This is an optimization exercise on Yosys and OpenROAD, whose aim is small area, a short achievable clock period and few clock cycles, not a production implementation. Function was checked by simulation only, so behaviour that the tests miss may differ from the original.

== job 809 ==
==> flow/design.v (excerpt) <==
module aesTop (
	input logic clock,
	input logic reset,
	input logic start,
	input aesTypesPkg::aesBlock plainText,
	input aesTypesPkg::aesBlock key,
	output aesTypesPkg::aesBlock cipherText,
	output logic done
);
Settings: LEC_CHECK=0, CAP_MARGIN=20, CORE_MARGIN=2, CORE_UTILIZATION=40, SLEW_MARGIN=20; clock period 25.0 ns.
standard.sh (not shown) runs the stock make flow with config.mk's settings and CLKGATE_MAP_FILE= SYNTH_SCRIPT=/design/flow/synth_recipe.tcl, a recipe that flattens the netlist after the stock synthesis.
==> flow/flow/run.sh <==
#!/bin/bash
# Own layout flow: the standard layout (standard.sh) with these changes.
#  1. Synthesis maps the logic with flow/abc_map.script (see flow/synth.tcl).
#  2. ORFS's repair_timing steps aim for a setup margin of SETUP_MARGIN ns, so
#     that the layout reaches a shorter period than the 25 ns it is built for.
#  3. Ports are buffered with PORT_BUF instead of ORFS's default delay cell.
# make's output goes to layout.log; each ORFS step keeps its own log under
# orfs/logs/.
set -euo pipefail
W=$(pwd)
SETUP_MARGIN=${SETUP_MARGIN:-18.4}
PORT_BUF=${PORT_BUF:-sky130_fd_sc_hd__buf_1}
bash standard.sh SYNTH_SCRIPT="$W/flow/synth.tcl" SETUP_SLACK_MARGIN=$SETUP_MARGIN \
  BUFFER_PORTS_ARGS="-buffer_cell $PORT_BUF" finish > "$W/layout.log" 2>&1
==> flow/flow/abc_map.script <==
strash
&get -n
&st
&dch
&nf -R 50
&put
topo
stime -c
buffer -c
upsize -c
dnsize -c
==> flow/flow/synth.tcl <==
set my_abc_script [file join [file dirname [info script]] abc_map.script]
proc synth {args} { yosys synth -nofsm -noshare {*}$args }
proc abc {args} {
  global my_abc_script
  set i [lsearch -exact $args -script]
  if {$i >= 0} { set args [lreplace $args [expr {$i + 1}] [expr {$i + 1}] $my_abc_script] }
  yosys abc {*}$args
}
source $::env(SCRIPTS_DIR)/synth.tcl
# left out here: clear keep_hierarchy, flatten, clean up, hide names made inside functions, write 1_2_yosys.v
Having completed the whole flow, job 809 delivered a layout that passed the timing, DRC and antenna checks.
Testbench counts of job 809, summed over its fixed seeds: cycles 26,400.
Relative to job 809, the following input files were edited for job 3629:
Settings: a change of CORE_UTILIZATION from 40 to 30.
==> flow/flow/run.sh <==
#!/bin/bash
# Own layout flow: the standard layout (standard.sh) with two changes.
#  1. Synthesis maps the logic with flow/abc_map.script (see flow/synth.tcl).
#  2. ORFS's repair_timing steps aim for a setup margin of SETUP_MARGIN ns, so
#     that the layout reaches a shorter period than the 25 ns it is built for.
# make's output goes to layout.log; each ORFS step keeps its own log under
# orfs/logs/.
set -euo pipefail
W=$(pwd)
SETUP_MARGIN=${SETUP_MARGIN:-18}
bash standard.sh SYNTH_SCRIPT="$W/flow/synth.tcl" SETUP_SLACK_MARGIN=$SETUP_MARGIN finish > "$W/layout.log" 2>&1
-- flow/flow/abc_map.script --
<<< job 809, line 4
&dch
&nf -R 50
&put
>>> job 3629, line 4
&dch
&nf
&put
[summary]
- Relative to job 809, synthesized area per cell has increased by 9.3% in job 3629.
- In job 3629 the critical path depth turned out 1 lower than in job 809.
- Delta (job 3629 minus job 809): time the worst path needs with I/O delays and setup +0.42 ns; area of all placed cells without fillers higher; die area up about 40%.
Relative to job 3629, the following input files were edited for job 5347:
Settings: changing CORE_UTILIZATION from 30 to 40.
==> flow/flow/run.sh <==
#!/bin/bash
# Own layout flow: the standard layout (standard.sh) with these changes.
#  1. Synthesis maps the logic with flow/abc_map.script (see flow/synth.tcl).
#  2. ORFS's repair_timing steps aim for a setup margin of SETUP_MARGIN ns, so
#     that the layout reaches a shorter period than the 25 ns it is built for.
#  3. Ports are buffered with PORT_BUF instead of ORFS's default delay cell.
# make's output goes to layout.log; each ORFS step keeps its own log under
# orfs/logs/.
set -euo pipefail
W=$(pwd)
SETUP_MARGIN=${SETUP_MARGIN:-18.7}
PORT_BUF=${PORT_BUF:-sky130_fd_sc_hd__buf_2}
bash standard.sh SYNTH_SCRIPT="$W/flow/synth.tcl" SETUP_SLACK_MARGIN=$SETUP_MARGIN \
  BUFFER_PORTS_ARGS="-buffer_cell $PORT_BUF" finish > "$W/layout.log" 2>&1
[summary]
Taking job 3629 as the reference, in job 5347 total setup violations reported at the end of the flow shows no meaningful change, global-route usage shows an increase of 5.7 points, number of tapcells shows a reduction of about 23%, combined area of the multi-input logic cells shows an increase of 2700 um^2.
On area after detailed placement, the lower figure sits with job 5347, not job 3629.
Sort job 5347 and job 3629 by final-layout worst hold slack asc -> top: job 5347
Job 5347: met3 usage in global routing 0.54 points above job 3629
Measured against each other, job 5347 and job 3629 differ in number of cells in the design after placement, the lower figure coming from job 5347.
Capturing instance or port of the critical path = cipherText[119]: job 3629; capturing instance or port of the critical path = cipherText[115]: job 5347
Fmax for job 5347 is higher than for job 3629.
The inputs of job 4137 differ from those of job 5347 as listed below.
-- flow/flow/run.sh --
<<< job 5347, line 10
W=$(pwd)
SETUP_MARGIN=${SETUP_MARGIN:-18.7}
PORT_BUF=${PORT_BUF:-sky130_fd_sc_hd__buf_2}
>>> job 4137, line 10
W=$(pwd)
SETUP_MARGIN=${SETUP_MARGIN:-18.3}
PORT_BUF=${PORT_BUF:-sky130_fd_sc_hd__buf_2}
Results
Compared with job 5347, job 4137 shows a total inserted antenna cells that is 3 lower.
Looking at job 5347 and job 4137, the count of nets left with antenna violations after detail routing is a wash.
Where global-route wire length before repair is concerned, job 5347 is outperformed by job 4137.
Going from job 5347 to job 4137, multi-input gate share of total cell area grows by 2.2 points.
Looking at routed wire length across job 5347 and job 4137, the one that comes out lower is job 4137.
Diff job 5347 -> job 4137 | number of cell instances on the worst register-to-register path | decrease of 1
[inputs] job 7772 vs job 4137
-- flow/flow/run.sh --
<<< job 4137, line 10
W=$(pwd)
SETUP_MARGIN=${SETUP_MARGIN:-18.3}
PORT_BUF=${PORT_BUF:-sky130_fd_sc_hd__buf_2}
bash standard.sh SYNTH_SCRIPT="$W/flow/synth.tcl" SETUP_SLACK_MARGIN=$SETUP_MARGIN \
>>> job 7772, line 10
W=$(pwd)
SETUP_MARGIN=${SETUP_MARGIN:-18.0}
PORT_BUF=${PORT_BUF:-sky130_fd_sc_hd__buf_1}
bash standard.sh SYNTH_SCRIPT="$W/flow/synth.tcl" SETUP_SLACK_MARGIN=$SETUP_MARGIN \
-- flow/flow/abc_map.script --
<<< job 4137, line 4
&dch
&nf
&put
>>> job 7772, line 4
&dch
&nf -R 50
&put
Results
Job 7772 finished every step from synthesis to the final layout, and the layout passed the timing, DRC and antenna checks. On die footprint, job 7772 does better than job 4137. Changes observed in job 7772 relative to job 4137: horizontal die dimension went down by about 3%, routed wire length went down. Vias: job 7772 below job 4137. Changes observed in job 7772 relative to job 4137: multi-input logic cell count went up, slew of the pin with the lowest slew margin went down, worst hold slack went up, core utilization of the finished layout went down.

---

Another version of the RTL of aesTop (not shown whole).
For scale: about 4200 cells after synthesis, roughly 260 flip-flops, ~33000 um2 of cells after synthesis.
## aesTop
module aesTop (
	input logic clock,
	input logic reset,
	input logic start,
	input aesTypesPkg::aesBlock plainText,
	input aesTypesPkg::aesBlock key,
	output aesTypesPkg::aesBlock cipherText,
	output logic done
);
	aesTypesPkg::aesBlock roundKey;
	aesTypesPkg::aesByte rcon;
	logic idle, enable, lastRound;
	aesSequencer uSequencer (
		.clock(clock),
		.reset(reset),
		.start(start),
		.idle(idle),
		.enable(enable),
		.lastRound(lastRound),
		.rcon(rcon),
		.done(done)
	);
	aesKeySchedule uKeys (
		.clock(clock),
		.idle(idle),
		.rcon(rcon),
		.key(key),
		.roundKey(roundKey)
	);
	aesRoundDatapath uDatapath (
		.clock(clock),
		.idle(idle),
		.enable(enable),
		.lastRound(lastRound),
		.plainText(plainText),
		.roundKey(roundKey),
		.cipherText(cipherText)
	);
endmodule
export LEC_CHECK = 0
export CAP_MARGIN = 20
export CORE_MARGIN = 2
export CORE_UTILIZATION = 40
export CTS_CLUSTER_DIAMETER = 100
export CTS_CLUSTER_SIZE = 24
export SLEW_MARGIN = 20
create_clock -name core_clock -period 25.0 [get_ports {clock}]
==> flow/flow/run.sh <==
#!/bin/bash
# Own layout flow: the standard layout (standard.sh) with these changes.
#  1. Synthesis maps the logic with flow/abc_map.script (see flow/synth.tcl).
#  2. ORFS's repair_timing steps aim for a setup margin of SETUP_MARGIN ns, so
#     that the layout reaches a shorter period than the 25 ns it is built for.
#  3. Ports are buffered with PORT_BUF instead of ORFS's default delay cell.
#  4. Yosys does not extract half/full adders (ADDER_MAP_FILE empty), which
#     here only break up the XOR logic that ABC maps better on its own.
# make's output goes to layout.log; each ORFS step keeps its own log under
# orfs/logs/.
set -euo pipefail
W=$(pwd)
SETUP_MARGIN=${SETUP_MARGIN:-18.4}
PORT_BUF=${PORT_BUF:-sky130_fd_sc_hd__buf_1}
bash standard.sh SYNTH_SCRIPT="$W/flow/synth.tcl" SETUP_SLACK_MARGIN=$SETUP_MARGIN \
  BUFFER_PORTS_ARGS="-buffer_cell $PORT_BUF" ADDER_MAP_FILE= finish > "$W/layout.log" 2>&1
==> flow/flow/abc_map.script <==
strash
&get -n
&st
&dch
&nf -R 50
&st
&dch
&nf -R 50
&st
&dch
&nf -R 50
&put
Scripts as last shown in full above: flow/flow/synth.tcl
The baseline finished clean.
Testbench counts at the start, summed over its fixed seeds: cycles 26,400.
Rerun with:
--- a/flow/flow/run.sh
+++ b/flow/flow/run.sh
@@ -7,2 +6,0 @@
-#  4. Yosys does not extract half/full adders (ADDER_MAP_FILE empty), which
-#     here only break up the XOR logic that ABC maps better on its own.
@@ -13 +11 @@
-SETUP_MARGIN=${SETUP_MARGIN:-18.4}
+SETUP_MARGIN=${SETUP_MARGIN:-18.2}
@@ -16 +14 @@
-  BUFFER_PORTS_ARGS="-buffer_cell $PORT_BUF" ADDER_MAP_FILE= finish > "$W/layout.log" 2>&1
+  BUFFER_PORTS_ARGS="-buffer_cell $PORT_BUF" finish > "$W/layout.log" 2>&1
==> flow/flow/abc_map.script (replaced) <==
strash
&get -n
&st
&dch
&nf -R 50
&put
CTS_CLUSTER_DIAMETER = unset   (was 100)
CTS_CLUSTER_SIZE = unset   (was 24)
=> The changed run ran to the end with no violations; wire length is higher by 0.36%; final cell count fell by 1.3%; sequential share of layout area decreases by 0.70 points; worst hold slack improves by 7.9 ps; final area increases by 4.2%.
Rerun with:
--- a/flow/flow/run.sh
+++ b/flow/flow/run.sh
@@ -6,0 +7,2 @@
+#  4. Yosys does not extract half/full adders (ADDER_MAP_FILE empty), which
+#     here only break up the XOR logic that ABC maps better on its own.
@@ -11 +13 @@
-SETUP_MARGIN=${SETUP_MARGIN:-18.2}
+SETUP_MARGIN=${SETUP_MARGIN:-18.4}
@@ -14 +16 @@
-  BUFFER_PORTS_ARGS="-buffer_cell $PORT_BUF" finish > "$W/layout.log" 2>&1
+  BUFFER_PORTS_ARGS="-buffer_cell $PORT_BUF" ADDER_MAP_FILE= finish > "$W/layout.log" 2>&1
==> flow/flow/abc_map.script (replaced) <==
strash
&get -n
&st
&dch
&nf -R 50
&st
&dch
&nf -R 50
&st
&dch
&nf -R 50
&put
CTS_CLUSTER_DIAMETER = 100   (was unset)
CTS_CLUSTER_SIZE = 20   (was unset)
GPL_ROUTABILITY_DRIVEN = 0   (was unset)
The changed run finished clean.
Die area falls slightly.
Hold slack loses 3.3 ps.
Cell count is higher slightly.
Synthesized cell count increases by a few percent.
Worst setup slack improved by 210 ps.
Register-to-register slack gains 230 ps.
Area after synthesis decreases slightly.
Maximum frequency went up by a few percent.

## what the ideal ports hide
Ports are ideal in the flow. The routed layouts listed here were re-timed in OpenROAD.
Step 1 sets driving cells, clkbuf_16 on the clock port and buf_2 on the other inputs (assumed; they add their load-dependent delay and slew).
Step 2 also shifts input and output timing later by t, the mid clock arrival at the registers, as if the neighbouring blocks saw the same clock.
Three values: ideal, step 1, step 2; two values: the first two.
run	t, ns	setup WS [ns]	latest minus earliest clock arrival (ns)	worst data-port slew with drivers (ns)
job 809	0.655	18.439 / 18.377 / 18.092	0.041 / 0.041	0.14
job 3629	0.611	18.014 / 17.950 / 17.567	0.032 / 0.033	0.10
job 5347	0.657	18.625 / 18.557 / 18.290	0.032 / 0.032	0.14
job 4137	0.658	18.460 / 18.393 / 17.958	0.027 / 0.026	0.13
job 7772	0.657	18.249 / 18.264 / 17.633	0.043 / 0.043	0.13
the first run of note 2	0.599	18.529 / 18.463 / 18.150	0.020 / 0.020	0.11
the second run of note 2	0.615	18.361 / 18.404 / 17.791	0.037 / 0.036	0.14
the third run of note 2	0.599	18.572 / 18.509 / 18.029	0.043 / 0.043	0.12
After both steps setup and hold are still met in every run listed. The setup slack of job 7772, which loses most, moves by +0.015 ns with the drivers and by -0.616 ns with both steps.
